This design comes from an exercise in tuning for small area and a short achievable clock period on the open sky130 flow, not from production work. Function was checked by simulation only, so behaviour that the tests miss may differ from the original. No activity file was given, so power comes from the tool's default toggle rates.

File: flow/design.v
package matrix_mul_pkg;
  localparam int N  = 4;
  localparam int DW = 4;
  localparam int OW = 16;
  typedef logic [DW-1:0] elem_t;
  typedef logic [OW-1:0] res_t;
  function automatic integer idx(input integer i, input integer j);
    idx = i * N + j;
  endfunction
endpackage
module matrix_mul_dot (
  input  logic        clk,
  input  logic [15:0] row_i,
  input  logic [15:0] col_i,
  output logic [9:0]  dot_o
);
  wire p1 = ~(row_i[0] & col_i[0]);
  wire p2 = ~(row_i[0] & col_i[1]);
  wire p3 = ~(row_i[0] & col_i[2]);
  wire p4 = ~(row_i[0] & col_i[3]);
  wire p5 = ~(row_i[1] & col_i[0]);
  wire p6 = ~(row_i[1] & col_i[1]);
  wire p7 = ~(row_i[1] & col_i[2]);
  wire p8 = ~(row_i[1] & col_i[3]);
  wire p9 = ~(row_i[2] & col_i[0]);
  wire p10 = ~(row_i[2] & col_i[1]);
  wire p11 = ~(row_i[2] & col_i[2]);
  wire p12 = ~(row_i[2] & col_i[3]);
  wire p13 = ~(row_i[3] & col_i[0]);
  wire p14 = ~(row_i[3] & col_i[1]);
  wire p15 = ~(row_i[3] & col_i[2]);
  wire p16 = ~(row_i[3] & col_i[3]);
  wire p17 = ~(row_i[4] & col_i[4]);
  wire p18 = ~(row_i[4] & col_i[5]);
  wire p19 = ~(row_i[4] & col_i[6]);
  wire p20 = ~(row_i[4] & col_i[7]);
  wire p21 = ~(row_i[5] & col_i[4]);
  wire p22 = ~(row_i[5] & col_i[5]);
  wire p23 = ~(row_i[5] & col_i[6]);
  wire p24 = ~(row_i[5] & col_i[7]);
  wire p25 = ~(row_i[6] & col_i[4]);
  wire p26 = ~(row_i[6] & col_i[5]);
  wire p27 = ~(row_i[6] & col_i[6]);
  wire p28 = ~(row_i[6] & col_i[7]);
  wire p29 = ~(row_i[7] & col_i[4]);
  wire p30 = ~(row_i[7] & col_i[5]);
  wire p31 = ~(row_i[7] & col_i[6]);
  wire p32 = ~(row_i[7] & col_i[7]);
  wire p33 = ~(row_i[8] & col_i[8]);
  wire p34 = ~(row_i[8] & col_i[9]);
  wire p35 = ~(row_i[8] & col_i[10]);
  wire p36 = ~(row_i[8] & col_i[11]);
  wire p37 = ~(row_i[9] & col_i[8]);
  wire p38 = ~(row_i[9] & col_i[9]);
  wire p39 = ~(row_i[9] & col_i[10]);
  wire p40 = ~(row_i[9] & col_i[11]);
  wire p41 = ~(row_i[10] & col_i[8]);
  wire p42 = ~(row_i[10] & col_i[9]);
  wire p43 = ~(row_i[10] & col_i[10]);
  wire p44 = ~(row_i[10] & col_i[11]);
  wire p45 = ~(row_i[11] & col_i[8]);
  wire p46 = ~(row_i[11] & col_i[9]);
  wire p47 = ~(row_i[11] & col_i[10]);
  wire p48 = ~(row_i[11] & col_i[11]);
  wire p49 = ~(row_i[12] & col_i[12]);
  wire p50 = ~(row_i[12] & col_i[13]);
  wire p51 = ~(row_i[12] & col_i[14]);
  wire p52 = ~(row_i[12] & col_i[15]);
  wire p53 = ~(row_i[13] & col_i[12]);
  wire p54 = ~(row_i[13] & col_i[13]);
  wire p55 = ~(row_i[13] & col_i[14]);
  wire p56 = ~(row_i[13] & col_i[15]);
  wire p57 = ~(row_i[14] & col_i[12]);
  wire p58 = ~(row_i[14] & col_i[13]);
  wire p59 = ~(row_i[14] & col_i[14]);
  wire p60 = ~(row_i[14] & col_i[15]);
  wire p61 = ~(row_i[15] & col_i[12]);
  wire p62 = ~(row_i[15] & col_i[13]);
  wire p63 = ~(row_i[15] & col_i[14]);
  wire p64 = ~(row_i[15] & col_i[15]);
  logic s65, c66;
  matrix_mul_fa u_s65 (.a(p1), .b(p17), .c(p33), .s(s65), .co(c66));
  logic s67, c68;
  matrix_mul_xnor2 u_s67 (.a(p49), .b(s65), .y(s67));
  matrix_mul_or2 u_c68 (.a(p49), .b(s65), .y(c68));
  logic s69, c70;
  matrix_mul_fa u_s69 (.a(p2), .b(p5), .c(p18), .s(s69), .co(c70));
  logic s71, c72;
  matrix_mul_fa u_s71 (.a(p21), .b(p34), .c(p37), .s(s71), .co(c72));
  logic s73, c74;
  matrix_mul_fa u_s73 (.a(p50), .b(p53), .c(c66), .s(s73), .co(c74));
  logic s75, c76;
  matrix_mul_fa u_s75 (.a(s69), .b(s71), .c(c68), .s(s75), .co(c76));
  logic s77, c78;
  matrix_mul_xnor2 u_s77 (.a(s73), .b(s75), .y(s77));
  matrix_mul_or2 u_c78 (.a(s73), .b(s75), .y(c78));
  logic s79, c80;
  matrix_mul_fa u_s79 (.a(p3), .b(p6), .c(p9), .s(s79), .co(c80));
  logic s81, c82;
  matrix_mul_fa u_s81 (.a(p19), .b(p22), .c(p25), .s(s81), .co(c82));
  logic s83, c84;
  matrix_mul_fa u_s83 (.a(p35), .b(p38), .c(p41), .s(s83), .co(c84));
  logic s85, c86;
  matrix_mul_fa u_s85 (.a(p51), .b(p54), .c(p57), .s(s85), .co(c86));
  logic s87, c88;
  matrix_mul_fa u_s87 (.a(c70), .b(c72), .c(s79), .s(s87), .co(c88));
  logic s89, c90;
  matrix_mul_fa u_s89 (.a(s81), .b(s83), .c(s85), .s(s89), .co(c90));
  logic s91, c92;
  matrix_mul_fa u_s91 (.a(c74), .b(s87), .c(s89), .s(s91), .co(c92));
  logic s93, c94;
  matrix_mul_fa u_s93 (.a(p4), .b(p7), .c(p10), .s(s93), .co(c94));
  logic s95, c96;
  matrix_mul_fa u_s95 (.a(p13), .b(p20), .c(p23), .s(s95), .co(c96));
  logic s97, c98;
  matrix_mul_fa u_s97 (.a(p26), .b(p29), .c(p36), .s(s97), .co(c98));
  logic s99, c100;
  matrix_mul_fa u_s99 (.a(p39), .b(p42), .c(p45), .s(s99), .co(c100));
  logic s101, c102;
  matrix_mul_fa u_s101 (.a(p52), .b(p55), .c(p58), .s(s101), .co(c102));
  logic s103, c104;
  matrix_mul_fa u_s103 (.a(p61), .b(c80), .c(c82), .s(s103), .co(c104));
  logic s105, c106;
  matrix_mul_fa u_s105 (.a(c84), .b(c86), .c(s93), .s(s105), .co(c106));
  logic s107, c108;
  matrix_mul_fa u_s107 (.a(s95), .b(s97), .c(s99), .s(s107), .co(c108));
  logic s109, c110;
  matrix_mul_fa u_s109 (.a(s101), .b(c88), .c(c90), .s(s109), .co(c110));
  logic s111, c112;
  matrix_mul_fa u_s111 (.a(s103), .b(s105), .c(s107), .s(s111), .co(c112));
  logic s113, c114;
  matrix_mul_fa u_s113 (.a(p8), .b(p11), .c(p14), .s(s113), .co(c114));
  logic s115, c116;
  matrix_mul_fa u_s115 (.a(p24), .b(p27), .c(p30), .s(s115), .co(c116));
  logic s117, c118;
  matrix_mul_fa u_s117 (.a(p40), .b(p43), .c(p46), .s(s117), .co(c118));
  logic s119, c120;
  matrix_mul_fa u_s119 (.a(p56), .b(p59), .c(p62), .s(s119), .co(c120));
  logic s121, c122;
  matrix_mul_fa u_s121 (.a(c94), .b(c96), .c(c98), .s(s121), .co(c122));
  logic s123, c124;
  matrix_mul_fa u_s123 (.a(c100), .b(c102), .c(s113), .s(s123), .co(c124));
  logic s125, c126;
  matrix_mul_fa u_s125 (.a(s115), .b(s117), .c(s119), .s(s125), .co(c126));
  logic s127, c128;
  matrix_mul_fa u_s127 (.a(c104), .b(c106), .c(c108), .s(s127), .co(c128));
  logic s129, c130;
  matrix_mul_fa u_s129 (.a(s121), .b(s123), .c(s125), .s(s129), .co(c130));
  logic s131, c132;
  matrix_mul_fa u_s131 (.a(p12), .b(p15), .c(p28), .s(s131), .co(c132));
  logic s133, c134;
  matrix_mul_fa u_s133 (.a(p31), .b(p44), .c(p47), .s(s133), .co(c134));
  logic s135, c136;
  matrix_mul_fa u_s135 (.a(p60), .b(p63), .c(c114), .s(s135), .co(c136));
  logic s137, c138;
  matrix_mul_fa u_s137 (.a(c116), .b(c118), .c(c120), .s(s137), .co(c138));
  logic s139, c140;
  matrix_mul_fa u_s139 (.a(s131), .b(s133), .c(c122), .s(s139), .co(c140));
  logic s141, c142;
  matrix_mul_fa u_s141 (.a(c124), .b(c126), .c(s135), .s(s141), .co(c142));
  logic s143, c144;
  matrix_mul_fa u_s143 (.a(p16), .b(p32), .c(p48), .s(s143), .co(c144));
  logic s145, c146;
  matrix_mul_fa u_s145 (.a(p64), .b(c132), .c(c134), .s(s145), .co(c146));
  logic s147, c148;
  matrix_mul_fa u_s147 (.a(s143), .b(c136), .c(c138), .s(s147), .co(c148));
  logic r149;
  logic r150;
  logic r151;
  logic r152;
  logic r153;
  logic r154;
  logic r155;
  logic r156;
  logic r157;
  logic r158;
  logic r159;
  logic r160;
  logic r161;
  logic r162;
  logic r163;
  logic r164;
  logic r165;
  logic r166;
  logic r167;
  logic r168;
  logic r169;
  logic r170;
  logic r171;
  logic r172;
  logic s173, c174;
  matrix_mul_fa u_s173 (.a(r151), .b(r152), .c(r153), .s(s173), .co(c174));
  logic s175, c176;
  matrix_mul_fa u_s175 (.a(r154), .b(r155), .c(r156), .s(s175), .co(c176));
  logic s177, c178;
  matrix_mul_xnor2 u_s177 (.a(c174), .b(s175), .y(s177));
  matrix_mul_or2 u_c178 (.a(c174), .b(s175), .y(c178));
  logic s179, c180;
  matrix_mul_fa u_s179 (.a(r157), .b(r158), .c(r159), .s(s179), .co(c180));
  logic s181, c182;
  matrix_mul_fa u_s181 (.a(r160), .b(c176), .c(s179), .s(s181), .co(c182));
  logic s183, c184;
  matrix_mul_xnor2 u_s183 (.a(c178), .b(s181), .y(s183));
  matrix_mul_or2 u_c184 (.a(c178), .b(s181), .y(c184));
  logic s185, c186;
  matrix_mul_fa u_s185 (.a(r161), .b(r162), .c(r163), .s(s185), .co(c186));
  logic s187, c188;
  matrix_mul_fa u_s187 (.a(r164), .b(r165), .c(c180), .s(s187), .co(c188));
  logic s189, c190;
  matrix_mul_fa u_s189 (.a(s185), .b(c182), .c(s187), .s(s189), .co(c190));
  logic s191, c192;
  matrix_mul_fa u_s191 (.a(r166), .b(r167), .c(r168), .s(s191), .co(c192));
  logic s193, c194;
  matrix_mul_fa u_s193 (.a(r169), .b(c186), .c(s191), .s(s193), .co(c194));
  logic s195, c196;
  matrix_mul_fa u_s195 (.a(r170), .b(r171), .c(r172), .s(s195), .co(c196));
  logic s197, c198;
  matrix_mul_fa u_s197 (.a(c192), .b(s195), .c(c194), .s(s197), .co(c198));
  logic s199, c200;
  matrix_mul_xnor2 u_s199 (.a(c196), .b(c198), .y(s199));
  matrix_mul_or2 u_c200 (.a(c196), .b(c198), .y(c200));
  logic r201;
  logic r202;
  logic r203;
  logic r204;
  logic r205;
  logic r206;
  logic r207;
  logic r208;
  logic r209;
  logic r210;
  logic r211;
  logic r212;
  logic r213;
  logic s214, c215;
  matrix_mul_xnor2 u_s214 (.a(r206), .b(r207), .y(s214));
  matrix_mul_or2 u_c215 (.a(r206), .b(r207), .y(c215));
  logic s216, c217;
  matrix_mul_fa u_s216 (.a(r208), .b(r209), .c(r210), .s(s216), .co(c217));
  logic s218, c219;
  matrix_mul_xnor2 u_s218 (.a(c215), .b(s216), .y(s218));
  matrix_mul_or2 u_c219 (.a(c215), .b(s216), .y(c219));
  logic s220, c221;
  matrix_mul_fa u_s220 (.a(r211), .b(c217), .c(c219), .s(s220), .co(c221));
  logic s222, c223;
  matrix_mul_xnor2 u_s222 (.a(r212), .b(c221), .y(s222));
  matrix_mul_or2 u_c223 (.a(r212), .b(c221), .y(c223));
  wire x224 = r213 ^ c223;
  assign dot_o[0] = ~r201;
  assign dot_o[1] = ~r202;
  assign dot_o[2] = ~r203;
  assign dot_o[3] = ~r204;
  assign dot_o[4] = ~r205;
  assign dot_o[5] = ~s214;
  assign dot_o[6] = ~s218;
  assign dot_o[7] = ~s220;
  assign dot_o[8] = ~s222;
  assign dot_o[9] = x224;
  always_ff @(posedge clk) begin
    r149 <= s67;
    r150 <= s77;
    r151 <= c76;
    r152 <= c78;
    r153 <= s91;
    r154 <= c92;
    r155 <= s109;
    r156 <= s111;
    r157 <= c110;
    r158 <= c112;
    r159 <= s127;
    r160 <= s129;
    r161 <= s137;
    r162 <= c128;
    r163 <= s139;
    r164 <= c130;
    r165 <= s141;
    r166 <= s145;
    r167 <= c140;
    r168 <= c142;
    r169 <= s147;
    r170 <= c144;
    r171 <= c146;
    r172 <= c148;
    r201 <= r149;
    r202 <= r150;
    r203 <= s173;
    r204 <= s177;
    r205 <= s183;
    r206 <= c184;
    r207 <= s189;
    r208 <= c188;
    r209 <= s193;
    r210 <= c190;
    r211 <= s197;
    r212 <= s199;
    r213 <= c200;
  end
endmodule
module matrix_mul_fa (input logic a, b, c, output logic s, co);
  assign s  = a ^ b ^ c;
  assign co = (a & b) | (a & c) | (b & c);
endmodule
module matrix_mul_ha (input logic a, b, output logic s, co);
  assign s  = a ^ b;
  assign co = a & b;
endmodule
module matrix_mul_xnor2 (input logic a, b, output logic y);
  assign y = ~(a ^ b);
endmodule
module matrix_mul_or2 (input logic a, b, output logic y);
  assign y = a | b;
endmodule
module matrix_mul
#(
  parameter int N  = matrix_mul_pkg::N,
  parameter int DW = matrix_mul_pkg::DW,
  parameter int OW = matrix_mul_pkg::OW
) (
  input  logic              clk,
  input  logic              rst_n,
  input  logic              in_valid,
  input  logic [N*N*DW-1:0] a_i,
  input  logic [N*N*DW-1:0] b_i,
  output logic              out_valid,
  output logic [N*N*OW-1:0] y_o
);
  localparam int MW = N * N * DW;
  localparam int RW = 10;   
  localparam int LAT = 3;
  logic [LAT-1:0] v_q;
  always_ff @(posedge clk or negedge rst_n) begin
    if (!rst_n) v_q <= '0;
    else        v_q <= {v_q[LAT-2:0], in_valid};
  end
  assign out_valid = v_q[LAT-1];
  logic [MW-1:0] a_q, b_q;
  assign a_q = a_i;
  assign b_q = b_i;
  for (genvar i = 0; i < N; i++) begin : g_row
    for (genvar j = 0; j < N; j++) begin : g_col
      logic [N*DW-1:0] col;
      logic [RW-1:0]   dot;
      logic [RW-1:0]   y_q;
      for (genvar k = 0; k < N; k++) begin : g_k
        assign col[k*DW +: DW] = b_q[(k*N+j)*DW +: DW];
      end
      matrix_mul_dot u_dot (.clk(clk), .row_i(a_q[i*N*DW +: N*DW]), .col_i(col), .dot_o(dot));
      always_ff @(posedge clk) y_q <= dot;
      assign y_o[(i*N+j)*OW +: OW] = {{(OW-RW){1'b0}}, y_q};
    end
  end
endmodule
File: flow/constraint.sdc
create_clock -name core_clock -period 5.5 [get_ports {clk}]
set_input_delay 1.1000 -clock core_clock [delete_from_list [all_inputs] [get_ports {clk}]]
set_output_delay 1.1000 -clock core_clock [all_outputs]
set_load 0.01 [all_outputs]
File: flow/config.mk
export PLATFORM = sky130hd
export DESIGN_NAME = matrix_mul
export DESIGN_NICKNAME = matrix_mul
export VERILOG_FILES = /design/flow/design.v
export SDC_FILE = /design/flow/constraint.sdc
export NUM_CORES = 4
export LEC_CHECK = 0
export CAP_MARGIN = 20
export CORE_MARGIN = 2
export CORE_UTILIZATION = 40
export SLEW_MARGIN = 20
export SYNTH_HIERARCHICAL = 1
export SYNTH_MINIMUM_KEEP_SIZE = 0
File: flow/run.sh
#!/bin/bash
# synth_recipe.tcl (not shown) runs the flow's synth.tcl, then flattens the netlist and writes it again
# the make line also repeats each setting of config.mk as NAME=value (left out here)
make -C /OpenROAD-flow-scripts/flow DESIGN_CONFIG=/design/flow/config.mk WORK_HOME=/design/flow/orfs CLKGATE_MAP_FILE= SYNTH_SCRIPT=/design/flow/synth_recipe.tcl finish
==> reports/qor.csv, run 1 <==
metric,value,unit
outcome,timing/DRC/antenna clean,
min_period_over_period,65.7,%
first_global_vias,27428,
total_routing_resource_utilization_after_global_routing,22.9,%
finalHoldViolCount,0,
timing.max_slew.rel_slack,21.1,%
detail_route.wl_per_cell,22.7,µm
synth-seq-area-share,38.4,%
antenna_violations_before_repair,2,
cts_repair_resize_count,0,
rsz0062_at_grt,no,
routabilityCongestion,0.844,
place_hpwl,78.4,mm
power.share.clock,25.9,%
timing_limited_maximum_frequency,277,MHz
clock_sink_count,755,
route.final.wire_length,112,mm
detail_route.iter0.violations,1600,
placed_area,0.0441,mm²
grt_pass1_wl,170,mm
peakVddDrop,0.000313,V
top_ports,388,
clkLatencyLatePin,0.68,ns
stdcell_area,0.0470,mm²
min_to,g_row[0].g_col[3].u_dot.r201,
switching_share,32.9,%
largest_register_ffs,160,
synthDominantAreaCellType,sky130_fd_sc_hd__fa_1,
detail_routed_via_count_per_cell,4.91,
finalClockSkew,0.0339,ns
die_w,318,µm
synth_warnings,8,
buffer_ports.inserted,291,
timing.critical_path.fanout_max,14,
worst_setup_path_end_kind,flop,
h_tree_levels,3,
detailedRoute.firstPassIterationCount,5,
postCtsHoldBufs,0,
crit_arrival,4.14,ns
timing_max_transition_violations_final,0,
finalCriticalPeriod,3.62,ns
placeable_area,0.0980,mm²
critPathRequiredTime,6.02,ns
hold_depth,0,
pre_cts_slack,1.27,ns
synth_area_leaders,"sky130_fd_sc_hd__fa_1, sky130_fd_sc_hd__dfxtp_1, sky130_fd_sc_hd__nand2_1",
worst_hold_path_type,flop to flop,
combinationalPowerShare,35.7,%
cell_count_of_the_worst_reg_to_reg_path,5,
synth_top_area_share,43.1,%
layout_commonest_cell,sky130_fd_sc_hd__nand2_1,
cts_tree,yes,
synthesis_stage_register_bit_count,755,
worst_setup_sp_type,input port,
syn_to_layout_area_delta,19.3,%
final-setup-viol-count,0,
leakage,17.7,nW
tightestPinTransition,1.18,ns
setup_slack,1.88,ns
cell_variety_after_synth,10,
switching_power,7.49,mW
worstHoldStart,g_row[0].g_col[3].u_dot.r149,
rows,115,
cts.root.buffer_cell,sky130_fd_sc_hd__clkbuf_16,
power-per-cell-area,485,mW/mm²
max_flop_register,g_row.g_col.y_q,
syn_area_per_cell,12.5,µm²
die_height,318,µm
setup_total_negative_slack,0,ns
clock_pin_slew_worst_setup_and_hold_paths,0.06,ns
num_vias,24371,
sequentialPowerShare,38.3,%
rrSetupSlack,3.26,ns
layout-drive-gt1-share,6.24,%
mostFrequentLayoutCells,"sky130_fd_sc_hd__nand2_1, sky130_fd_sc_hd__fa_1, sky130_fd_sc_hd__dfxtp_1",
timing.rr.end,g_row[2].g_col[1].y_q[9],
antenna_cells,0,
worst_r2r_startpoint,g_row[2].g_col[1].u_dot.r208,
criticalPathCategory,input port to flop,
floorplan.initialDensity,40.2,%
drc,0,
pin_count_of_the_biggest_net_entering_global_routing,17,
synth.cell_area,0.0394,mm²
numCtsBuffers,85,
fin_nets,4583,
number_of_nets_still_failing_antenna_checks_after_routing,0,
cell_internal_pwr,15.3,mW
ctsLongestPathBuffers,3,
post_synth_inst_count,3156,
drv.max_cap_violation_count,0,
die_area,0.101,mm²
globalRoute.totalOverflow,0,
post_cts_setup_driven_buffer_insertion_count,0,
[how the worst max path moves through the flow]
stage             from                      endpoint  slack, ns  cells past startpoint
2_1_floorplan  b_i[18]  g_row[0].g_col[0].u_dot.r153       2.76                      4
3_3_place_gp   a_i[20]  g_row[1].g_col[0].u_dot.r152       1.28                      7
3_5_place_dp   a_i[28]  g_row[1].g_col[2].u_dot.r156       1.27                      5
4_1_cts        a_i[28]  g_row[1].g_col[2].u_dot.r156       1.98                      5
5_1_grt        a_i[23]  g_row[1].g_col[0].u_dot.r156       1.85                      5
6_report       a_i[23]  g_row[1].g_col[0].u_dot.r156       1.88                      5
[worst max-delay path: stages]
cell	delay (ns)
sky130_fd_sc_hd__clkdlybuf4s50_1	1.24
sky130_fd_sc_hd__nand2_1	0.24
sky130_fd_sc_hd__fa_1	0.55
sky130_fd_sc_hd__fa_1	0.55
sky130_fd_sc_hd__fa_1	0.44
[cell usage after synthesis]
| library cell | n |
|---|---|
| sky130_fd_sc_hd__buf_4 | 112 |
| sky130_fd_sc_hd__conb_1 | 1 |
| sky130_fd_sc_hd__dfrtp_1 | 3 |
| sky130_fd_sc_hd__dfxtp_1 | 752 |
| sky130_fd_sc_hd__fa_1 | 848 |
| sky130_fd_sc_hd__inv_1 | 144 |
| sky130_fd_sc_hd__nand2_1 | 1024 |
| sky130_fd_sc_hd__or2_1 | 128 |
| sky130_fd_sc_hd__xnor2_1 | 128 |
| sky130_fd_sc_hd__xor2_1 | 16 |
[per-stage QoR]
step                instances  hold WS (ns)  utilization [%]  power (mW)
finish                   4959         0.326             48.0        22.8
global route             4959         0.331             48.0        24.7
CTS                      4959         0.326             48.0        23.2
detailed placement       4804         0.313             45.0        17.2
global placement         4804         0.311             45.0        17.0
floorplan                3251         0.310                -        13.6
[power by group through the flow]
stage               logic (mW)  registers (mW)  clock network [mW]
finish                    8.15            8.74                5.91
global route              9.36            8.99                6.30
CTS                       8.34            8.80                6.08
detailed placement        8.29            8.89                   0
global placement          8.16            8.87                   0
floorplan                 4.71            8.91                   0
[per-module statistics from Yosys, one instance, submodules excluded]
| module | cells | cell area (µm²) | times used | flops+latches |
|---|---|---|---|---|
| matrix_mul_fa | 1 | 20.0 | 848 | 0 |
| matrix_mul_xnor2 | 1 | 8.76 | 128 | 0 |
| matrix_mul | 260 | 4000 | 1 | 163 |
| matrix_mul_or2 | 1 | 6.26 | 128 | 0 |
| matrix_mul_dot | 112 | 1030 | 16 | 37 |
[per-layer routing]
| metal | vias up | GRT usage (%) | wire [µm] |
|---|---|---|---|
| met5 | - | 0 | 21 |
| met4 | 4 | 9.51 | 4890 |
| met3 | 272 | 8.32 | 13800 |
| met2 | 1411 | 35.4 | 50400 |
| met1 | 12561 | 29.1 | 43200 |
| li1 | 10123 | - | - |
[cell type report]
class	count	area [µm²]
clock buffers	115	2400
clock inverters	40	523
fillers	8709	51000
inverters	144	541
multi-input cells	2240	23200
flip-flops and latches	755	15100
well taps	1287	1610
repair buffers	378	3560
[cell families after synthesis]
logic type    Yosys count  share of synthesized area [%]
xor+xnor              144                           3.20
flops                 755                           38.4
buf+inv               256                           3.51
fa+ha+maj             848                           43.1
other cells             1                        0.00952
simple gates         1152                           11.8
==> run 2: changes to the inputs <==
==> flow/flow/run.sh (new file) <==
#!/bin/bash
export BUFFER_PORTS_ARGS="-buffer_cell sky130_fd_sc_hd__buf_2"
bash standard.sh > standard.log 2>&1
==> flow/standard.sh (new file) <==
#!/bin/bash
# synth_recipe.tcl (not shown) runs the flow's synth.tcl, then flattens the netlist and writes it again
# the make line also repeats each setting of config.mk as NAME=value (left out here)
make -C /OpenROAD-flow-scripts/flow DESIGN_CONFIG=/design/flow/config.mk WORK_HOME=/design/flow/orfs CLKGATE_MAP_FILE= SYNTH_SCRIPT=/design/flow/synth_recipe.tcl "${@:-finish}"
--- a/flow/config.mk
+++ b/flow/config.mk
@@ -8,6 +8,7 @@
 export CAP_MARGIN = 20
 export CORE_MARGIN = 2
 export CORE_UTILIZATION = 40
+export SETUP_SLACK_MARGIN = 3.2
 export SLEW_MARGIN = 20
 export SYNTH_HIERARCHICAL = 1
 export SYNTH_MINIMUM_KEEP_SIZE = 0
removed: flow/run.sh
==> run 2 against run 1 <==
Critical endpoint is now g_row[0].g_col[2].u_dot.r160; die area unchanged; highest routed layer is now met4; cell area increased by 12%; routed wire length grew 21%; largest power group unchanged; still clean; sequential cell count did not move.
==> reports/qor.csv, run 2 <==
metric,value,unit,change
die_height,318,µm,unchanged
rows,115,,unchanged
num_vias,25891,,+6.2%
synth_warnings,8,,unchanged
mostFrequentLayoutCells,"sky130_fd_sc_hd__nand2_1, sky130_fd_sc_hd__dfxtp_1, sky130_fd_sc_hd__fa_1",,
detail_routed_via_count_per_cell,5.13,,+4.3%
cell_variety_after_synth,10,,unchanged
numCtsBuffers,87,,+2.4%
final-setup-viol-count,0,,unchanged
tightestPinTransition,0.545,ns,-0.635 ns
timing_max_transition_violations_final,0,,unchanged
die_w,318,µm,unchanged
antenna_violations_before_repair,1,,-1
globalRoute.totalOverflow,0,,unchanged
ys_dominant_reg_cell,sky130_fd_sc_hd__dfxtp_1,,
floorplan.initialDensity,40.2,%,unchanged
die_area,0.101,mm²,unchanged
route.final.wire_length,136,mm,+21%
layout-drive-gt1-share,30.2,%,+24 points
synth_async_sr_flop_share,0.397,%,unchanged
finalHoldViolCount,0,,unchanged
cts_tree,yes,,
cp_slowest_stage_delay,0.59,ns,-0.65 ns
ctsLongestPathBuffers,3,,unchanged
synth_area_leaders,"sky130_fd_sc_hd__fa_1, sky130_fd_sc_hd__dfxtp_1, sky130_fd_sc_hd__nand2_1",,
timing_limited_maximum_frequency,426,MHz,+54%
place_hpwl,77.4,mm,-1.3%
fillerInstances,7989,,-8.3%
synth_commonest_cells,"sky130_fd_sc_hd__nand2_1, sky130_fd_sc_hd__fa_1, sky130_fd_sc_hd__dfxtp_1, sky130_fd_sc_hd__inv_1",,
placed_area,0.0439,mm²,-0.50%
synthDominantAreaCellType,sky130_fd_sc_hd__fa_1,,
critPathMostFrequentCell,sky130_fd_sc_hd__fa_1,,
leakage,20.1,nW,+14%
synth_top_area_share,43.1,%,unchanged
syn_area_per_cell,12.5,µm²,unchanged
setup_total_negative_slack,0,ns,unchanged
rsz0062_at_grt,yes,,
drc,0,,unchanged
worst_setup_sp_type,input port,,
number_of_nets_still_failing_antenna_checks_after_routing,0,,unchanged
crit_slowest_cell,sky130_fd_sc_hd__fa_2,,
buffer_ports.inserted,291,,unchanged
cts.root.buffer_cell,sky130_fd_sc_hd__clkbuf_16,,
timing.critical_path.fanout_max,16,,+2
detail_route.wl_per_cell,26.9,µm,+19%
critPathRequiredTime,6.04,ns,+0.02 ns
total_routing_resource_utilization_after_global_routing,23.7,%,+0.81 points
first_global_vias,27673,,+0.89%
stdcell_area,0.0526,mm²,+12%
yosysMostFrequentCell,sky130_fd_sc_hd__nand2_1,,
finalPower,23.5,mW,+2.9%
worst_setup_path_end_kind,flop,,
synthesis_stage_register_bit_count,755,,unchanged
crit_arrival,2.89,ns,-1.25 ns
syn_to_layout_area_delta,33.5,%,
clkLatencyLatePin,0.68,ns,about the same
power-per-cell-area,446,mW/mm²,-8.0%
final.hold.worst_slack,0.226,ns,-0.101 ns
worst_hold_path_type,input port to asynchronous set/reset pin,,
detailedRoute.firstPassIterationCount,5,,unchanged
top_ports,388,,unchanged
timing.max_slew.rel_slack,63.4,%,+42 points
max_flop_register,g_row.g_col.y_q,,
synth_edf_count,0,,unchanged
post_synth_inst_count,3156,,unchanged
layout_commonest_cell,sky130_fd_sc_hd__nand2_1,,
finalClockSkew,0.0373,ns,+0.00340 ns
grt_pass1_wl,175,mm,+3.3%
largest_register_ffs,160,,unchanged
drv.max_cap_violation_count,0,,unchanged
outcome,timing/DRC/antenna clean,,
finalCriticalPeriod,2.35,ns,-1.27 ns
routabilityCongestion,0.840,,-0.47%
criticalPathCategory,input port to flop,,
peakVddDrop,0.000294,V,-6.2%
synth-seq-area-share,38.4,%,unchanged
placeable_area,0.0980,mm²,unchanged
pin_count_of_the_biggest_net_entering_global_routing,17,,unchanged
crit_chain,"buf_16, nand2_1, fa_2, fa_1, fa_1",,
detail_route.iter0.violations,2001,,+25%
fin_nets,4668,,+1.9%
clock_sink_count,755,,unchanged
clock_pin_slew_worst_setup_and_hold_paths,0.06,ns,about the same
h_tree_levels,3,,unchanged
min_period_over_period,42.7,%,-23 points
synth.cell_area,0.0394,mm²,unchanged
-- run 2: cells by family (layout without fill, tap and decap cells) --
family / after synthesis / in the layout / share of synthesized area [%]
DFF: 755 / 755 / 38.4
other: 1 / 97 / 0.00952
xor gates and xnor gates: 144 / 144 / 3.20
buffers and inverters: 256 / 768 / 3.51
adders and majority gates: 848 / 848 / 43.1
and+or+nand+nor: 1152 / 1152 / 11.8
-- run 2: metal layers --
metal / wire length (µm) / track usage (%) / vias to the layer above
li1: - / - / 10359
met1: 49400 / 31.1 / 13544
met2: 62000 / 38.8 / 1675
met3: 18000 / 5.09 / 313
met4: 6210 / 8.81 / 0
met5: 0 / 0 / -
-- run 2: what timing repair did --
item	CTS	global route
cloned	12	50
gates resized for setup	518	237
setup buffers	35	73
setup endpoints to repair	316	103
pin swaps	19	145
hold buffers	0	0
-- run 2: per-module statistics from Yosys (local to each module, per instance) --
module / cell area (µm²) / flip-flops and latches / copies in the design
matrix_mul: 4000 / 163 / 1
matrix_mul_dot: 1030 / 37 / 16
matrix_mul_fa: 20.0 / 0 / 848
matrix_mul_or2: 6.26 / 0 / 128
matrix_mul_xnor2: 8.76 / 0 / 128
-- run 2: path summary, 6_finish.rpt --
kind	slack [ns]	to	cells after the start	from
min in group core_clock	0.32	g_row[1].g_col[0].u_dot.r201	0	g_row[1].g_col[0].u_dot.r149
max	3.15	g_row[0].g_col[2].u_dot.r160	5	b_i[59]
max reg2reg	3.31	g_row[1].g_col[1].y_q[9]	5	g_row[1].g_col[1].u_dot.r208
max in group asynchronous	5.17	v_q[2]	1	rst_n
min reg2reg	0.32	g_row[1].g_col[0].u_dot.r201	0	g_row[1].g_col[0].u_dot.r149
min	0.23	v_q[1]	1	rst_n
-- run 2: stage by stage --
step / instances / setup slack [ns] / utilization, %
finish: 5051 / 3.15 / 53.7
global placement: 4717 / 1.81 / 44.8
CTS: 4927 / 3.18 / 50.7
detailed placement: 4717 / 1.77 / 44.8
global route: 5050 / 3.14 / 53.7
floorplan: 3251 / 2.77 / -
-- run 2: cell type report --
type / count / area, µm² / share of cell area (%)
multi-input cells: 2240 / 25500 / 48.5
flip-flops and latches: 755 / 15100 / 28.8
repair buffers: 461 / 6700 / 12.7
clock buffers: 114 / 2380 / 4.52
well taps: 1287 / 1610 / 3.06
clock inverters: 49 / 732 / 1.39
inverters: 144 / 541 / 1.03
diodes: 1 / 2.50 / 0.00476
-- run 2: worst max-delay path: cells and delay by family --
family                   cells  cell delay (ns)
adder cells (fa/ha/maj)      3             1.49
AND/OR/NAND/NOR              1             0.12
buffers and inverters        1             0.15
-- run 2: where the power goes --
part	switching, mW	internal [mW]
sequential	1.02	7.79
clock	2.49	3.79
combinational	4.39	3.99
total	7.90	15.6
==> run 3: changes to the inputs <==
--- a/flow/config.mk
+++ b/flow/config.mk
@@ -8,7 +8,7 @@
 export CAP_MARGIN = 20
 export CORE_MARGIN = 2
 export CORE_UTILIZATION = 40
-export SETUP_SLACK_MARGIN = 3.2
+export SETUP_SLACK_MARGIN = 2.9
 export SLEW_MARGIN = 20
 export SYNTH_HIERARCHICAL = 1
 export SYNTH_MINIMUM_KEEP_SIZE = 0
==> run 3 against run 2 <==
Still clean on timing, DRC and antenna; power is 4.6% lower; fmax is 9.7% lower; cell area is 11% lower; critical path type unchanged; routed wire length is 18% lower; critical path depth stayed put; die area stayed put.
==> reports/qor.csv, run 3 <==
metric,value,unit,change
outcome,timing/DRC/antenna clean,,
route.final.wire_length,111,mm,-18%
power-per-cell-area,479,mW/mm²,+7.4%
min_period_over_period,47.3,%,+4.6 points
critPathLaunch,b_i[31],,
timing.max_slew.rel_slack,66.4,%,+3.0 points
rows,115,,unchanged
synthesis_stage_register_bit_count,755,,unchanged
synth_warnings,8,,unchanged
syn_area_per_cell,12.5,µm²,unchanged
multi_input_area,0.0245,mm²,-3.8%
finalClockSkew,0.0170,ns,-0.0203 ns
drv.max_cap_violation_count,0,,unchanged
pin_count_of_the_biggest_net_entering_global_routing,17,,unchanged
number_of_nets_still_failing_antenna_checks_after_routing,0,,unchanged
top_ports,388,,unchanged
layout_commonest_cell,sky130_fd_sc_hd__nand2_1,,
synth_edf_count,0,,unchanged
post_synth_inst_count,3156,,unchanged
floorplan.initialDensity,40.2,%,unchanged
postCtsHoldBufs,0,,unchanged
globalRoute.totalOverflow,0,,unchanged
detail_routed_via_count_per_cell,4.99,,-2.6%
timing.critical_path.fanout_max,16,,unchanged
final-setup-viol-count,0,,unchanged
buffer_ports.inserted,291,,unchanged
cts.root.buffer_cell,sky130_fd_sc_hd__clkbuf_16,,
h_tree_levels,3,,unchanged
numCtsBuffers,87,,unchanged
synth_commonest_cells,"sky130_fd_sc_hd__nand2_1, sky130_fd_sc_hd__fa_1, sky130_fd_sc_hd__dfxtp_1, sky130_fd_sc_hd__inv_1",,
worst_setup_sp_type,input port,,
mostFrequentLayoutCells,"sky130_fd_sc_hd__nand2_1, sky130_fd_sc_hd__fa_1, sky130_fd_sc_hd__dfxtp_1",,
detailedRoute.firstPassIterationCount,7,,+2
synth_area_leaders,"sky130_fd_sc_hd__fa_1, sky130_fd_sc_hd__dfxtp_1, sky130_fd_sc_hd__nand2_1",,
worst_setup_path_end_kind,flop,,
final-seq-area,0.0151,mm²,about the same
detail_route.wl_per_cell,22.7,µm,-15%
ys_dominant_reg_cell,sky130_fd_sc_hd__dfxtp_1,,
max_flop_register,g_row.g_col.y_q,,
routabilityCongestion,0.843,,+0.32%
fillerInstances,8822,,+10%
critical_path_buf_inv_count,1,,unchanged
synthDominantAreaCellType,sky130_fd_sc_hd__fa_1,,
leakage,17.7,nW,-12%
cp_slowest_stage_delay,0.57,ns,-0.02 ns
cpLargestDelayFamily,adder cells,,
crit_slowest_cell,sky130_fd_sc_hd__fa_1,,
detail_route.iter0.violations,1855,,-7.3%
critPathMostFrequentCell,sky130_fd_sc_hd__fa_1,,
timing_max_transition_violations_final,0,,unchanged
fin_nets,4500,,-3.6%
finalHoldViolCount,0,,unchanged
synth-seq-area-share,38.4,%,unchanged
final_core_util,47.7,%,-6.0 points
clock_pin_slew_worst_setup_and_hold_paths,0.06,ns,about the same
crit_arrival,3.13,ns,+0.24 ns
place_hpwl,76.9,mm,-0.60%
timing_limited_maximum_frequency,385,MHz,-9.7%
die_w,318,µm,unchanged
ctsLongestPathBuffers,3,,unchanged
critPathRequiredTime,6.03,ns,about the same
crit_chain,"buf_2, nand2_1, fa_1, fa_1, fa_1",,
finalPower,22.4,mW,-4.6%
grt_pass1_wl,167,mm,-4.5%
cell_variety_after_synth,10,,unchanged
worst_hold_path_type,input port to asynchronous set/reset pin,,
die_height,318,µm,unchanged
num_vias,24339,,-6.0%
die_area,0.101,mm²,unchanged
synth.cell_area,0.0394,mm²,unchanged
worst_r2r_startpoint,g_row[1].g_col[3].u_dot.r208,,
drc,0,,unchanged
rsz0062_at_grt,no,,
synth_top_area_share,43.1,%,unchanged
syn_to_layout_area_delta,18.5,%,
cts_tree,yes,,
tightestPinTransition,0.504,ns,-0.0412 ns
setup_total_negative_slack,0,ns,unchanged
criticalPathCategory,input port to flop,,
yosysMostFrequentCell,sky130_fd_sc_hd__nand2_1,,
finalCriticalPeriod,2.60,ns,+0.252 ns
layout-drive-gt1-share,16.8,%,-13 points
clkLatencyLatePin,0.65,ns,-0.03 ns
clock_sink_count,755,,unchanged
first_global_vias,26907,,-2.8%
post_cts_setup_driven_buffer_insertion_count,0,,-100%
total_routing_resource_utilization_after_global_routing,22.6,%,-1.1 points
antenna_violations_before_repair,2,,+1
peakVddDrop,0.000330,V,+12%
synth_async_sr_flop_share,0.397,%,unchanged
largest_register_ffs,160,,unchanged
placeable_area,0.0980,mm²,unchanged
final.hold.worst_slack,0.226,ns,+0.000425 ns
-- run 3: cell counts after synthesis --
No cell type changed its count.
-- run 3: what timing repair did --
action | 4_1_cts | 5_1_grt
hold endpoints to repair | 0 | 0
endpoints found under the setup margin | 264 | 90
resized for setup | 115 | 36
cloned | 0 | 0
pin swaps | 0 | 0
-- run 3: cells by family after synthesis --
group	Yosys count	synth area share, %
flops	755	38.4
other cells	1	0.00952
xor+xnor	144	3.20
fa+ha+maj	848	43.1
simple gates	1152	11.8
buf+inv	256	3.51
-- run 3: cell type report --
type	instances	area share (%)
Antenna cell	1	0.00536
Tap cell	1287	3.45
Multi-Input combinational cell	2240	52.5
Sequential cell	755	32.4
Inverter	144	1.16
Clock buffer	108	5.16
Timing Repair Buffer	293	4.03
Clock inverter	47	1.29
-- run 3: power by group --
| part | total, mW | internal (mW) | switching, mW |
|---|---|---|---|
| clock | 6.05 | 3.68 | 2.37 |
| combinational | 7.63 | 3.48 | 4.15 |
| sequential | 8.70 | 7.78 | 0.921 |
-- run 3: Yosys stat by module, one instance, submodules excluded --
module	copies in the design	flops+latches
matrix_mul_or2	128	0
matrix_mul_xnor2	128	0
matrix_mul_fa	848	0
matrix_mul	1	163
matrix_mul_dot	16	37
-- run 3: metal layers --
metal	vias to the layer above	part of all wire, %	GRT usage [%]
met1	12808	39	30.1
met2	1347	46	35.4
met4	2	3.2	7.28
li1	9980	-	-
met5	-	0.012	0
met3	202	11	6.65
-- run 3: final timing paths --
path                            cells past startpoint                      endpoint  slack, ns
max in group asynchronous                           1                        v_q[0]       5.17
worst min-delay path                                1                        v_q[2]       0.23
worst max register to register                      5      g_row[1].g_col[3].y_q[9]       3.28
worst min register to register                      0  g_row[2].g_col[2].u_dot.r201       0.32
min in group core_clock                             0  g_row[2].g_col[2].u_dot.r201       0.32
worst max-delay path                                5  g_row[3].g_col[3].u_dot.r156       2.90
-- run 3: metrics by stage --
stage / std cells / area (µm²) / setup slack [ns]
after floorplan: 3251 / 41000 / 2.77
after global placement: 4719 / 43300 / 1.89
after detailed placement: 4719 / 43300 / 1.85
after CTS: 4874 / 46600 / 2.90
after global routing: 4874 / 46700 / 2.90
final: 4875 / 46700 / 2.90
==> run 4: changes to the inputs <==
==> flow/flow/run.sh (replaced) <==
#!/bin/bash
export BUFFER_PORTS_ARGS="-buffer_cell sky130_fd_sc_hd__buf_4"
bash standard.sh > standard.log 2>&1
==> run 4 against run 3 <==
Still clean on timing, DRC and antenna; combinational power up 3.0%; clock-buffer cell count up 8; clock power up 1%; global-route usage about the same; hold slack better by 0.0041 ns; area after synthesis unchanged; final cell count unchanged; power up 1.5%; critical path type unchanged; largest cell class unchanged; largest power group unchanged; highest routed layer is now met4.
==> reports/qor.csv, run 4 <==
metric,value,unit,change
synth_warnings,8,,unchanged
setup_slack,2.91,ns,+0.00837 ns
placed_area,0.0440,mm²,+1.6%
final.hold.worst_slack,0.230,ns,+0.00405 ns
grt_pass1_wl,167,mm,-0.47%
peakVddDrop,0.000314,V,-4.9%
place_hpwl,77.0,mm,+0.20%
first_global_vias,26498,,-1.5%
power-per-cell-area,482,mW/mm²,+0.56%
die_w,318,µm,unchanged
worst_r2r_startpoint,g_row[1].g_col[3].u_dot.r208,,
die_height,318,µm,unchanged
switching_share,32.8,%,-0.51 points
synthDominantAreaCellType,sky130_fd_sc_hd__fa_1,,
post_synth_mux_area_share,0,%,unchanged
setup_total_negative_slack,0,ns,unchanged
worst_setup_sp_type,input port,,
numCtsBuffers,87,,unchanged
cp_slowest_stage_delay,0.59,ns,+0.02 ns
timing.rr.end,g_row[1].g_col[3].y_q[9],,
cts_tree,yes,,
drv.max_cap_violation_count,0,,unchanged
post_cts_setup_driven_buffer_insertion_count,0,,unchanged
pre_cts_slack,2.14,ns,+0.282 ns
post_synth_inst_count,3156,,unchanged
buffer_ports.inserted,291,,unchanged
synth_top_family_by_area,adder cells,,
detail_route.iter0.violations,1728,,-6.8%
clock_sink_count,755,,unchanged
switching_power,7.44,mW,about the same
detail_routed_via_count_per_cell,4.96,,-0.64%
pin_count_of_the_biggest_net_entering_global_routing,17,,unchanged
clock_pin_slew_worst_setup_and_hold_paths,0.06,ns,about the same
finalClockSkew,0.0333,ns,+0.0162 ns
total_routing_resource_utilization_after_global_routing,22.5,%,-0.046 points
critPathRequiredTime,6.01,ns,-0.02 ns
finalHoldViolCount,0,,unchanged
rows,115,,unchanged
clkLatencyLatePin,0.66,ns,about the same
synth-xor-area-share,3.20,%,unchanged
crit_chain,"buf_6, nand2_1, fa_1, fa_1, fa_1",,
synthesis_stage_register_bit_count,755,,unchanged
antenna_violations_before_repair,3,,+1
finish.cell_count_without_fillers,4875,,unchanged
synth.cell_area,0.0394,mm²,unchanged
final-setup-viol-count,0,,unchanged
outcome,timing/DRC/antenna clean,,
h_tree_levels,3,,unchanged
synth_edf_count,0,,unchanged
number_of_nets_still_failing_antenna_checks_after_routing,0,,unchanged
stdcell_area,0.0472,mm²,+0.98%
layout_commonest_cell,sky130_fd_sc_hd__nand2_1,,
cell_variety_after_synth,10,,unchanged
postCtsHoldBufs,0,,unchanged
drc,0,,unchanged
synth_compound_gate_area_share,0,%,unchanged
ctsLongestPathBuffers,3,,unchanged
ys_dominant_reg_cell,sky130_fd_sc_hd__dfxtp_1,,
synth_area_leaders,"sky130_fd_sc_hd__fa_1, sky130_fd_sc_hd__dfxtp_1, sky130_fd_sc_hd__nand2_1",,
yosysMostFrequentCell,sky130_fd_sc_hd__nand2_1,,
post_synth_and_or_nand_nor_area_fraction,11.8,%,unchanged
floorplan.initialDensity,40.2,%,unchanged
cts.root.buffer_cell,sky130_fd_sc_hd__clkbuf_16,,
critPathMostFrequentCell,sky130_fd_sc_hd__fa_1,,
synth_commonest_cells,"sky130_fd_sc_hd__nand2_1, sky130_fd_sc_hd__fa_1, sky130_fd_sc_hd__dfxtp_1, sky130_fd_sc_hd__inv_1",,
fin_nets,4498,,-0.044%
post_synth_adder_cell_area,43.1,%,unchanged
die_area,0.101,mm²,unchanged
top_ports,388,,unchanged
num_vias,24183,,-0.64%
combinationalPowerShare,34.6,%,+0.5 points
timing_limited_maximum_frequency,386,MHz,+0.32%
rrSetupSlack,3.34,ns,+0.06 ns
power.share.clock,26.9,%,about the same
syn_area_per_cell,12.5,µm²,unchanged
cell_internal_pwr,15.3,mW,+2.3%
largest_register_ffs,160,,unchanged
detailedRoute.firstPassIterationCount,5,,-2
worst_hold_path_type,input port to asynchronous set/reset pin,,
finalCriticalPeriod,2.59,ns,-0.00837 ns
detail_route.wl_per_cell,22.6,µm,-0.55%
timing.critical_path.fanout_max,16,,unchanged
finalPower,22.7,mW,+1.5%
worst_setup_path_end_kind,flop,,
syn_to_layout_area_delta,19.7,%,
rsz0062_at_grt,yes,,
placeable_area,0.0980,mm²,unchanged
layout-drive-gt1-share,16.7,%,-0.11 points
timing_max_transition_violations_final,0,,unchanged
criticalPathCategory,input port to flop,,
route.final.wire_length,110,mm,-0.55%
synth_top_area_share,43.1,%,unchanged
crit_arrival,3.10,ns,-0.03 ns
cell_count_of_the_worst_reg_to_reg_path,5,,unchanged
mostFrequentLayoutCells,"sky130_fd_sc_hd__nand2_1, sky130_fd_sc_hd__fa_1, sky130_fd_sc_hd__dfxtp_1",,
sequentialPowerShare,38.5,%,-0.4 points
synth_async_sr_flop_share,0.397,%,unchanged
min_period_over_period,47.1,%,-0.15 points
place.detailed.instances,4717,,-0.042%
routabilityCongestion,0.841,,-0.20%
leakage,17.9,nW,+0.83%
crit_slowest_cell,sky130_fd_sc_hd__fa_1,,
synth-seq-area-share,38.4,%,unchanged
max_flop_register,g_row.g_col.y_q,,
globalRoute.totalOverflow,0,,unchanged
final_core_util,48.1,%,+0.46 points
[run 4: changes by cell type in the layout (fill, tap and decap cells not counted), sizes merged]
cell and change:
inv +3, clkbuf -12, clkinv -6, buf +18, clkinvlp -3
[run 4: cell type report]
cell class | instances | area [µm²]
Clock inverter | 41 | 572
Tap cell | 1287 | 1610
Sequential cell | 755 | 15100
Clock buffer | 116 | 2490
Multi-Input combinational cell | 2240 | 24500
Timing Repair Buffer | 291 | 2290
Antenna cell | 1 | 2.50
Inverter | 144 | 541
Fill cell | 8765 | 50800
[run 4: what timing repair did]
item	CTS	global route
endpoints found under the setup margin	20	42
pin swaps	0	0
gates resized for setup	11	16
[run 4: critical path, delay by kind of cell]
kind / cells / cell delay (ns)
buf+inv: 1 / 0.33
simple gates: 1 / 0.14
fa+ha+maj: 3 / 1.51
[run 4: worst max-delay path by stage]
| stage | end | start | cells after the start |
|---|---|---|---|
| floorplan | g_row[0].g_col[0].u_dot.r153 | a_i[13] | 4 |
| global placement | g_row[2].g_col[0].u_dot.r153 | a_i[40] | 5 |
| detailed placement | g_row[2].g_col[2].u_dot.r153 | a_i[40] | 5 |
| CTS | g_row[1].g_col[3].u_dot.r156 | b_i[44] | 5 |
| global route | g_row[3].g_col[3].u_dot.r153 | b_i[61] | 5 |
| finish | g_row[2].g_col[2].u_dot.r153 | a_i[40] | 5 |
[run 4: logic make-up (layout without fill, tap and decap cells)]
kind of cell             after synthesis  after routing
adder cells (fa/ha/maj)              848            848
XOR/XNOR                             144            144
flip-flops                           755            755
buffers and inverters                256            592
other                                  1             97
AND/OR/NAND/NOR                     1152           1152
[run 4: power groups by stage]
stage,sequential [mW],clock (mW),combinational [mW]
after detailed placement,8.88,0,8.09
after global placement,8.86,0,7.93
after CTS,8.79,6.31,8.13
final,8.74,6.12,7.86
after global routing,8.99,6.53,9.03
after floorplan,8.91,0,4.78
[run 4: modules after synthesis, one instance, submodules excluded]
module	area, µm²	flip-flops and latches	copies in the design
matrix_mul_or2	6.26	0	128
matrix_mul_dot	1030	37	16
matrix_mul_fa	20.0	0	848
matrix_mul_xnor2	8.76	0	128
matrix_mul	4000	163	1
[run 4: per-layer routing]
layer  GRT usage [%]  vias to the layer above  share of wire (%)
met2            35.2                     1320                 46
met5               0                        -                  0
li1                -                     9982                  -
met4            7.49                        0                3.2
met3            6.54                      197                 11
met1            30.1                    12684                 40

## re-timing with driven ports
The flow's constraints put no driver on any port. The routed layouts listed below were extracted and timed again, unchanged, in two steps.
Step 1 (the two cells are an assumption about what drives the block):
set clk [get_ports {clk}]
set_driving_cell -lib_cell sky130_fd_sc_hd__clkbuf_16 $clk
set_driving_cell -lib_cell sky130_fd_sc_hd__buf_2 [delete_from_list [all_inputs] $clk]
Step 2 adds t to the input delays and takes it off the output delays; t is the mean of the earliest and latest rising clock arrival at the registers after step 1. Input paths then give back, and output paths get back, about the clock's delay inside the block.
Three values: ideal, step 1, step 2; two values: the first two.
| run | t, ns | setup slack, ns | worst setup path at the end | clock arrival spread, ns |
|---|---|---|---|---|
| run 1 | 0.728 | 1.885 / 1.907 / 1.179 | input to register | 0.036 / 0.036 |
| run 2 | 0.726 | 3.153 / 2.969 / 2.243 | input to register | 0.042 / 0.042 |
| run 3 | 0.709 | 2.901 / 2.931 / 2.222 | input to register | 0.034 / 0.034 |
| run 4 | 0.714 | 2.909 / 2.921 / 2.208 | input to register | 0.035 / 0.035 |
After both steps every run listed still meets setup and hold. The setup slack of run 2, which loses most, moves by -0.184 ns with the drivers and by -0.910 ns with both steps.
